Background: an optimization exercise with open tools, aiming at small area and a short achievable clock period. Do not read the settings as production practice.
Function was not checked in any run shown here: the RTL went through the layout flow alone.
Power is estimated from default activity; no workload was simulated.

==> design.v <==
package spu_pkg;
    typedef enum logic [2:0] {
        FMT_RR  = 3'd0,
        FMT_RI7 = 3'd2
    } fmt_e;
    localparam logic [1:0] SH_SHL_OP   = 2'b11;
    localparam logic [1:0] SH_ROT_OP   = 2'b00;
    localparam logic [1:0] SH_ROTM_OP  = 2'b01;
    localparam logic [1:0] SH_ROTMA_OP = 2'b10;
endpackage
module sf2_shifter #(
    parameter int LO = 0,
    parameter int HI = 3
) (
    input  logic [15:0] x,
    input  logic [3:0]  amt,
    output logic [15:0] y
);
    logic [15:0] lv [LO:HI+1];
    assign lv[LO] = x;
    for (genvar l = LO; l <= HI; l++) begin : g_l
        assign lv[l+1] = amt[l] ? {lv[l][15-(1<<l):0], lv[l][15:16-(1<<l)]} : lv[l];
    end
    assign y = lv[HI+1];
endmodule
module simple_fixed_2
(
    input  logic         clk,
    input  logic         reset,
    input  logic [0:10]  op,
    input  logic [2:0]   format,
    input  logic [6:0]   rt_addr,
    input  logic [0:127] ra,
    input  logic [0:127] rb,
    input  logic [0:17]  imm,
    input  logic         reg_write,
    output logic [0:127] rt_wb,
    output logic [6:0]   rt_addr_wb,
    output logic         reg_write_wb
);
    localparam int SA = 2;   
    logic ok0, ri_fmt;
    assign ri_fmt = op[5] ? (format == spu_pkg::FMT_RI7) : (format == spu_pkg::FMT_RR);
    assign ok0 = (op[0:4] == 5'b00001) && op[6] && op[7] && ri_fmt;
    logic         r1_ok, r1_we;
    logic [6:0]   r1_addr;
    logic         r1_ri, r1_wide;
    logic [1:0]   r1_kind;
    logic [0:127] r1_ra;
    logic [5:0]   r1_cw [4];
    logic [4:0]   r1_cu [4];
    logic [5:0]   r1_imm;
    always_ff @(posedge clk or negedge reset) begin
        if (!reset) begin
            r1_ok   <= 1'b0;
            r1_we   <= 1'b0;
            r1_addr <= '0;
        end else begin
            r1_ok   <= ok0;
            r1_we   <= reg_write;
            r1_addr <= rt_addr;
        end
    end
    always_ff @(posedge clk) begin
        r1_ri   <= op[5];
        r1_wide <= !op[8];
        r1_kind <= op[9:10];
        r1_ra   <= ra;
        r1_imm  <= imm[12:17];
        for (int j = 0; j < 4; j++) begin
            r1_cw[j] <= rb[32*j+26 +: 6];
            r1_cu[j] <= rb[32*j+11 +: 5];
        end
    end
    logic         r2_ok, r2_we;
    logic [6:0]   r2_addr;
    logic         r2_wide;
    logic [1:0]   r2_kind;
    logic [15:0]  r2_hu [4];
    logic [15:0]  r2_hl [4];
    logic [5:0]   r2_cl [4];
    logic [4:0]   r2_cu [4];
    logic [1:0]   r2_sg [4];
    logic [5:0]   a_cl [4];
    logic [4:0]   a_cu [4];
    logic [15:0]  a_hu [4];
    logic [15:0]  a_hl [4];
    for (genvar j = 0; j < 4; j++) begin : g_a
        logic [31:0] x;
        assign x = r1_ra[32*j +: 32];
        assign a_cl[j] = r1_ri ? r1_imm : r1_cw[j];
        assign a_cu[j] = r1_ri ? r1_imm[4:0] : (r1_wide ? r1_cw[j][4:0] : r1_cu[j]);
        sf2_shifter #(.LO(0), .HI(SA-1)) u_u (.x(x[31:16]), .amt(a_cu[j][3:0]), .y(a_hu[j]));
        sf2_shifter #(.LO(0), .HI(SA-1)) u_l (.x(x[15:0]),  .amt(a_cl[j][3:0]), .y(a_hl[j]));
    end
    always_ff @(posedge clk or negedge reset) begin
        if (!reset) begin
            r2_ok   <= 1'b0;
            r2_we   <= 1'b0;
            r2_addr <= '0;
        end else begin
            r2_ok   <= r1_ok;
            r2_we   <= r1_ok & r1_we;
            r2_addr <= r1_addr;
        end
    end
    always_ff @(posedge clk) begin
        r2_wide <= r1_wide;
        r2_kind <= r1_kind;
        for (int j = 0; j < 4; j++) begin
            r2_hu[j] <= a_hu[j];
            r2_hl[j] <= a_hl[j];
            r2_cl[j] <= a_cl[j];
            r2_cu[j] <= a_cu[j];
            r2_sg[j] <= {r1_ra[32*j], r1_wide ? r1_ra[32*j] : r1_ra[32*j+16]};
        end
    end
    logic [0:127] b_rt;
    logic         shl, rot, arith;
    assign shl   = r2_kind == spu_pkg::SH_SHL_OP;
    assign rot   = r2_kind == spu_pkg::SH_ROT_OP;
    assign arith = r2_kind == spu_pkg::SH_ROTMA_OP;
    function automatic logic [15:0] therm(input logic [3:0] c);
        logic [15:0] t;
        t = 16'hFFFF;
        for (int l = 0; l < 4; l++)
            for (int k = 0; k < 16; k++)
                if (((k >> l) & 1) == 1)
                    t[k] = t[k] | !c[l];
                else
                    t[k] = t[k] & !c[l];
        therm = t;
    endfunction
    for (genvar j = 0; j < 4; j++) begin : g_b
        logic [15:0] hu, hl, ou, ol, gu, gl, t;
        logic [4:0]  cu, cl;
        logic        c5, zu, zl, zw, fu, fl;
        logic        au, bu, ccu, al, bl, ccl;
        sf2_shifter #(.LO(SA), .HI(3)) u_u (.x(r2_hu[j]), .amt(r2_cu[j][3:0]), .y(hu));
        sf2_shifter #(.LO(SA), .HI(3)) u_l (.x(r2_hl[j]), .amt(r2_cl[j][3:0]), .y(hl));
        assign cu = r2_cu[j];
        assign cl = r2_cl[j][4:0];
        assign c5 = r2_cl[j][5];
        assign zu = cu == 5'd0;
        assign zl = cl == 5'd0;
        assign zw = zl && !c5;
        assign fu = r2_ok && arith && r2_sg[j][1];
        assign fl = r2_ok && arith && r2_sg[j][0];
        always_comb begin
            if (rot) begin
                au = 1'b1; bu = 1'b0; ccu = 1'b0;
                al = 1'b1; bl = 1'b0; ccl = 1'b0;
            end else if (r2_wide) begin
                au  = shl ? !c5 && !cl[4] : zw;
                bu  = shl && !c5 && cl[4];
                ccu = !shl && c5 && cl[4];
                al  = shl ? 1'b0 : zw || (c5 && cl[4]);
                bl  = shl && !c5 && !cl[4];
                ccl = !shl && c5;
            end else begin
                au  = !shl && zu;
                bu  = shl && !cu[4];
                ccu = !shl && cu[4];
                al  = !shl && zl;
                bl  = shl && !cl[4];
                ccl = !shl && cl[4];
            end
            au = au && r2_ok; bu = bu && r2_ok; ccu = ccu && r2_ok;
            al = al && r2_ok; bl = bl && r2_ok; ccl = ccl && r2_ok;
        end
        assign gu = therm(cu[3:0]);
        assign gl = therm(cl[3:0]);
        assign t  = r2_wide ? gl ^ {16{cl[4]}} : 16'hFFFF;
        for (genvar k = 0; k < 16; k++) begin : g_k
            logic ku, kl;
            assign ku = au || (gu[k] ? bu : ccu);
            assign kl = al || (gl[k] ? bl : ccl);
            assign ou[k] = ku ? (t[k] ? hu[k] : hl[k]) : fu;
            assign ol[k] = kl ? (t[k] ? hl[k] : hu[k]) : fl;
        end
        assign b_rt[32*j +: 32] = {ou, ol};
    end
    logic [0:127] r3_rt;
    logic [6:0]   r3_addr;
    logic         r3_we;
    always_ff @(posedge clk or negedge reset) begin
        if (!reset) begin
            r3_rt   <= '0;
            r3_addr <= '0;
            r3_we   <= 1'b0;
        end else begin
            r3_rt   <= b_rt;
            r3_addr <= r2_addr;
            r3_we   <= r2_we;
        end
    end
    assign rt_wb        = r3_rt;
    assign rt_addr_wb   = r3_addr;
    assign reg_write_wb = r3_we;
endmodule
==> run.sh <==
#!/bin/bash
# synth_recipe.tcl (not shown) runs the flow's synth.tcl, then flattens the netlist and writes it again
# the make line also repeats each setting of config.mk as NAME=value (left out here)
make -C /OpenROAD-flow-scripts/flow DESIGN_CONFIG=/design/flow/config.mk WORK_HOME=/design/flow/orfs CLKGATE_MAP_FILE= SYNTH_SCRIPT=/design/flow/synth_recipe.tcl finish
==> config.mk <==
export PLATFORM = sky130hd
export DESIGN_NAME = simple_fixed_2
export DESIGN_NICKNAME = simple_fixed_2
export VERILOG_FILES = /design/flow/design.v
export SDC_FILE = /design/flow/constraint.sdc
export NUM_CORES = 4
export LEC_CHECK = 0
export CAP_MARGIN = 20
export CORE_MARGIN = 2
export CORE_UTILIZATION = 30
export SETUP_SLACK_MARGIN = 3.6
export SLEW_MARGIN = 20
==> constraint.sdc <==
create_clock -name core_clock -period 6.0 [get_ports {clk}]
set_input_delay 1.2000 -clock core_clock [delete_from_list [all_inputs] [get_ports {clk}]]
set_output_delay 1.2000 -clock core_clock [all_outputs]
set_load 0.01 [all_outputs]
==> results of run 1 <==
## worst min path at each step
stage / start / to / slack (ps) / cells past startpoint
floorplan: r1_kind[0]$_DFF_P_ / r2_kind[0]$_DFF_P_ / 310 / 0
CTS: r1_kind[1]$_DFF_P_ / r2_kind[1]$_DFF_P_ / 330 / 0
detailed placement: r1_kind[1]$_DFF_P_ / r2_kind[1]$_DFF_P_ / 310 / 0
global placement: r1_kind[1]$_DFF_P_ / r2_kind[1]$_DFF_P_ / 320 / 0
finish: r1_kind[0]$_DFF_P_ / r2_kind[0]$_DFF_P_ / 330 / 0
global route: r1_kind[1]$_DFF_P_ / r2_kind[1]$_DFF_P_ / 340 / 0
## report_power, final
group          internal (mW)  switching (mW)  total (mW)
Sequential              3.71           0.214        3.92
Clock                   2.17            1.50        3.67
Combinational          0.817           0.848        1.66
## cells in the final DEF (no fill, tap or decap), types with 7 or more instances in the layout
master and instances:
nor2_1 45, nand3_1 18, mux2_2 14, a31oi_1 15, mux4_2 128, nand2b_1 8, a21oi_1 33, nand2_1 129
and3_1 7, dfrtp_1 153, clkbuf_16 58, xnor2_1 47, inv_1 33, nor3_1 20, clkdlybuf4s50_1 200, inv_6 8
bufinv_16 8, buf_2 134, nor2b_1 16, clkinvlp_4 12, clkinv_2 7, o21a_1 7, o211ai_1 32, mux2i_1 549
a211oi_1 20, dfxtp_1 359, nand4_1 7, inv_2 8, nand2_2 8, o21ai_0 145, buf_4 46, or2_2 7
## stage by stage
step                total power [mW]  std cells  util [%]  setup WS (ps)  area, sq um
finish                          9.26       3489      38.1           3600        30600
global route                    9.64       3489      38.1           3530        30600
CTS                             9.35       3480      37.8           3550        30400
detailed placement              5.63       3366      35.8           2560        28800
global placement                5.60       3366      35.8           2680        28800
floorplan                       5.02       2089         -           3970        24400
## worst max-delay path, stage by stage (launching register included)
cell	delay (ps)
dfxtp_1	300
buf_4	250
or4_4	610
o21ai_4	280
a21oi_4	160
o21ai_0	320
mux2i_2	330
## per-layer routing
| layer | wire length (um) | part of all wire [%] |
|---|---|---|
| met1 | 33700 | 45 |
| met2 | 35600 | 47 |
| met3 | 4240 | 5.6 |
| met4 | 1890 | 2.5 |
| met5 | 23 | 0.030 |
## cells by family after synthesis
logic type      count (synthesis)
xor+xnor                       54
buf+inv                       204
mux                           697
simple gates                  301
flops                         519
compound gates                314
## sequential cells by signal (all words and copies together), names as in the netlist, 2 cells and up
signal / cells
r3_rt: 128
r2_hu: 64
r2_cu: 20
r2_sg: 8
r1_cw: 24
r2_addr: 7
r1_addr: 7
r1_kind: 2
r2_hl: 64
r2_cl: 24
r2_kind: 2
r1_imm: 6
r1_cu: 20
r1_ra: 128
r3_addr: 7
## cell type report
| type | count | area (sq um) |
|---|---|---|
| timing repair buffer | 392 | 3200 |
| sequential | 519 | 11200 |
| fill | 7667 | 49900 |
| multi-input combinational | 1369 | 12800 |
| clock inverter | 42 | 488 |
| inverter | 43 | 173 |
| clock buffer | 64 | 1500 |
| tap | 1060 | 1330 |
## what timing repair did
item,4_1_cts,5_1_grt
buffers inserted,7,7
cloned,1,2
resized for setup,596,26
pin swaps,6,4
setup endpoints to repair,319,93
==> flow_summary.ini, run 1 <==
[global_route]
first_global_vias = 17800
grt_pass1_wl_mm = 111
antenna_found_initial = 4
grt_util_met1_pct = 23.5
grt_usage_pct = 17.4
use_met2_pct = 28.7
grt-busiest-layer = met2
grt_start_max_net_pins = 63
grt_overflow_total = 0
use_met3_pct = 3.03

[run]
cap_violations = 0

[synth]
synth_fp_nets = 2387
yosys-mux-area-fraction_pct = 35.2
yosys.area.top_type_share_pct = 29.9
synth-adder-area-share_pct = 0
synth_compound_area_share_pct = 7.83
synth_edf_count = 0
synth_area_leaders = dfxtp_1 30%, mux2i_1 23%, dfrtp_1 16%, mux4_2 12%, o21ai_0 3.1%
yosysTopAreaCell = dfxtp_1
synthXorXnorAreaFrac_pct = 1.94
yosysMostFrequentCell = mux2i_1
post_synth.cell_area_avg_sq_um = 11.7
synth_seq_cells = 519
synth_top_flop_cell = dfxtp_1
netlist_area_sq_um = 24400
ys_seq_area_share_pct = 45.7
yosys.area_share.simple_pct = 5.86
async_reset_ff_share_pct = 29.7
yosysWarnings = 25
syn_inst = 2089
netlist_top_cells_count = 555 x mux2i_1, 365 x dfxtp_1, 154 x dfrtp_1
ys_types = 59
synth_top_family_by_area = multiplexers

[clocking]
cts.htree.levels = 2
cts_tree = yes
clock-sinks = 519
cts-buffers-inserted = 56
cts.path.max_buffers = 3
clk_pin_slew_worst_paths_ps = 70
clk_latency_ps = 610
root_buffer = clkbuf_16
cts_hold_buffers = 0

[die]
ioPinCount = 434
core_sq_um = 80500
rows = 104
dieArea_sq_um = 83800
initial_utilization_pct = 30.3
fp.dieH_um = 289
die_w_um = 289

[critical_path]
reg2reg_depth = 6
r2r_setup_slack_ps = 3600
crit_end = r3_rt[31]$_DFF_PN0_
cp-start-kind = flip-flop
critical_path_arrival_ps = 2890
r2r-start = r2_cl[0][3]$_DFF_P_
critPathMaxFanout = 38
crit_start = r2_cl[0][3]$_DFF_P_
path_class = reg2reg
setup.worst_path.end_class = flip-flop
critical_path_required_ps = 6490
reg2reg_to = r3_rt[31]$_DFF_PN0_

[placed_design]
gp_congestion = 0.863
io_buffers = 337
dp_hpwl_mm = 55.6

[route]
drt_first_pass_iters = 5
post-route-drc-count = 0
vias = 17800
viasPerCell = 5.11
finalWirelength_mm = 75.5
dr.first_iter.drc_count = 1249
ant_nets = 0
wire_per_inst_um = 21.6

[pwr]
p_leak_nw = 13.5
ir_worst_vdd_v = 0.000220
p_per_area_nw_per_um2 = 302

[timing]
fin_crit_sh_pct = 40.0
period_needed_ps = 2400
timing_max_transition_violations_final = 0
max_slew_margin_pct = 47.4
skew_ps = 19.0
finalSetupViolCount = 0
hold_ws_ps = 326
hold_viol = 0
fin_tns_setup_ps = 0
fmax_mhz = 417
worstMarginPinSlew_ps = 767
grt_setup_unrepaired = true

[worst_hold_path]
min_path_type = reg2reg

[cells_and_area]
antennaDiodeCount = 0
layout-drive-gt1-share_pct = 21.4
syn_to_final_growth_pct = 25.4
nNetsFinal = 2679

[outcome]
status = complete, no violations
==> inputs of run 2 (changes only) <==
--- a/config.mk
+++ b/config.mk
@@ -8,5 +8,5 @@
 export CAP_MARGIN = 20
 export CORE_MARGIN = 2
 export CORE_UTILIZATION = 30
-export SETUP_SLACK_MARGIN = 3.6
+export SETUP_SLACK_MARGIN = 4.0
 export SLEW_MARGIN = 20
==> flow_summary.ini, run 2 <==
[critical_path]
crit_chain = buf_6
worstPathBufferInverterCount = 1
cp_top_family = flip-flops
critical_path_arrival_ps = 1210
reg2reg_depth = 8
slowest_stage = dfrtp_1
critical_path_required_ps = 4800
setup.worst_path.end_class = primary output
path_class = reg2out
cp_num_cells = 1
cpPeakStageDelay_ps = 450
critPathMaxFanout = 1
cp-start-kind = flip-flop

[synth]
yosysMostFrequentCell = mux2i_1
syn_inst = 2089
ys_seq_area_share_pct = 45.7
synth_fp_nets = 2387
netlist_area_sq_um = 24400
yosys.area.top_type_share_pct = 29.9
yosysTopAreaCell = dfxtp_1
ys_types = 59
synth_edf_count = 0
yosysWarnings = 25
synth_area_leaders = dfxtp_1 30%, mux2i_1 23%, dfrtp_1 16%, mux4_2 12%, o21ai_0 3.1%
async_reset_ff_share_pct = 29.7
synth_top_flop_cell = dfxtp_1
synth_seq_cells = 519
netlist_top_cells_count = 555 x mux2i_1, 365 x dfxtp_1, 154 x dfrtp_1
post_synth.cell_area_avg_sq_um = 11.7

[timing]
hold_ws_ps = 325
fmax_mhz = 416
skew_ps = 32.6
fin_tns_setup_ps = 0
max_slew_margin_pct = 41.2
worstMarginPinSlew_ps = 880
hold_viol = 0
grt_setup_unrepaired = true
period_needed_ps = 2410
timing_max_transition_violations_final = 0
finalSetupViolCount = 0
fin_crit_sh_pct = 40.1

[route]
drt_first_pass_iters = 7
vias = 19000
dr.first_iter.drc_count = 1382
wire_per_inst_um = 22.8
ant_nets = 0
viasPerCell = 5.21
post-route-drc-count = 0
finalWirelength_mm = 83.3

[clocking]
clock-sinks = 519
cts_tree = yes
root_buffer = clkbuf_16
clk_latency_ps = 610
cts.htree.levels = 2
cts.path.max_buffers = 3
cts_hold_buffers = 0
clk_pin_slew_worst_paths_ps = 70
cts-buffers-inserted = 57

[cells_and_area]
nNetsFinal = 2838
top_regs = r1_ra: 128 flops, r3_rt: 128 flops
syn_to_final_growth_pct = 39.8
layout-drive-gt1-share_pct = 32.3
layout_commonest_cell = mux2i_1
mostFrequentLayoutCells = 515 x mux2i_1, 339 x dfxtp_1, 200 x clkdlybuf4s50_1, 154 x dfrtp_1, 128 x mux4_2

[die]
core_sq_um = 80500
ioPinCount = 434
dieArea_sq_um = 83800
initial_utilization_pct = 30.3
die_w_um = 289
fp.dieH_um = 289
rows = 104

[global_route]
grt_start_max_net_pins = 78
grt_overflow_total = 0
grt_usage_pct = 19.0
grt_pass1_wl_mm = 121
first_global_vias = 19100
antenna_found_initial = 5

[pwr]
ir_worst_vdd_v = 0.000217
p_per_area_nw_per_um2 = 278
p_leak_nw = 15.0

[placed_design]
gp_congestion = 0.856
io_buffers = 337
dp_hpwl_mm = 55.6

[run]
cap_violations = 0

[worst_hold_path]
min_path_type = reg2reg
whs_path_depth = 0

[outcome]
status = complete, no violations
-- run 2: cell type report --
cell class / count / area [sq um]
diodes: 1 / 2.50
clock buffers: 74 / 1580
clock inverters: 32 / 399
fillers: 7352 / 46400
inverters: 43 / 186
multi-input cells: 1370 / 13700
flip-flops and latches: 519 / 11200
well taps: 1060 / 1330
repair buffers: 546 / 5670
repair inverters: 3 / 25.0
-- run 2: routing by layer --
layer | vias to the layer above | share of wire, % | track usage [%] | wire, um
li1 | 8597 | - | - | -
met2 | 833 | 48 | 31.8 | 39800
met4 | 8 | 3.0 | 5.37 | 2500
met1 | 9376 | 42 | 25.0 | 34900
met5 | - | 0.059 | 0 | 49
met3 | 186 | 7.3 | 3.50 | 6050
-- run 2: cells by family after synthesis --
| group | synth area share [%] |
|---|---|
| AND/OR/NAND/NOR | 5.86 |
| AO/OA/AOI/OAI | 7.83 |
| buffers and inverters | 3.54 |
| multiplexers | 35.2 |
| flip-flops | 45.7 |
| XOR/XNOR | 1.94 |
-- run 2: final timing paths --
check,start,endpoint,slack (ps)
setup / recovery,r3_rt[85]$_DFF_PN0_,rt_wb[85],3590
hold / removal,r1_kind[0]$_DFF_P_,r2_kind[0]$_DFF_P_,320
setup reg to reg,r2_cl[3][3]$_DFF_P_,r3_rt[110]$_DFF_PN0_,3770
hold reg to reg,r1_kind[0]$_DFF_P_,r2_kind[0]$_DFF_P_,320
max in group asynchronous,reset,r3_rt[70]$_DFF_PN0_,4410
min in group asynchronous,reset,r3_we$_DFF_PN0_,560
-- run 2: through the flow --
step	total power, mW	setup WS (ps)	instances	util (%)	instance area, sq um
2_1_floorplan	5.02	4020	2089	-	24400
3_3_place_gp	5.59	2440	3361	35.7	28800
3_5_place_dp	5.63	2330	3361	35.7	28800
4_1_cts	9.51	3550	3599	41.0	33000
5_1_grt	9.89	3560	3647	42.4	34200
6_report	9.50	3590	3648	42.4	34200
-- run 2: what timing repair did --
item / in CTS / in global routing
pin swaps: 41 / 37
setup buffers: 108 / 46
gates resized for setup: 907 / 195
gates cloned: 24 / 2
setup endpoints to repair: 412 / 314
-- run 2: power by group --
part / total (mW) / switching, mW / internal [mW]
clock: 3.64 / 1.47 / 2.17
sequential: 3.94 / 0.231 / 3.71
combinational: 1.92 / 0.940 / 0.984
total: 9.50 / 2.64 / 6.86

==> static timing again, ports no longer ideal <==
In the flow no input, the clock included, has a driving cell. The finished layouts below were timed again as built, in two steps. Step 1, drivers: a clkbuf_16 drives clk and a buf_2 each remaining input, both assumed. Step 2 times the ports against the registers' clock, not the clock port: input delays grow and output delays shrink by t, the midpoint of the rising clock arrivals with the driver on. Three values: no drivers, after step 1, after step 2; two values: the first two.
run | t, ns | slack for setup (ns) | hold WS [ns] | worst setup path after step 2 | clock arrival spread, ns
run 1 | 0.662 | 3.600 / 3.550 / 3.556 | 0.326 / 0.326 / 0.326 | input to register | 0.021 / 0.020
run 2 | 0.657 | 3.595 / 3.534 / 3.589 | 0.325 / 0.325 / 0.325 | input to register | 0.035 / 0.035
After both steps every run listed still meets setup and hold. For run 1, which loses most, drivers alone change the setup slack by -0.050 ns; drivers and shift together by -0.044 ns.
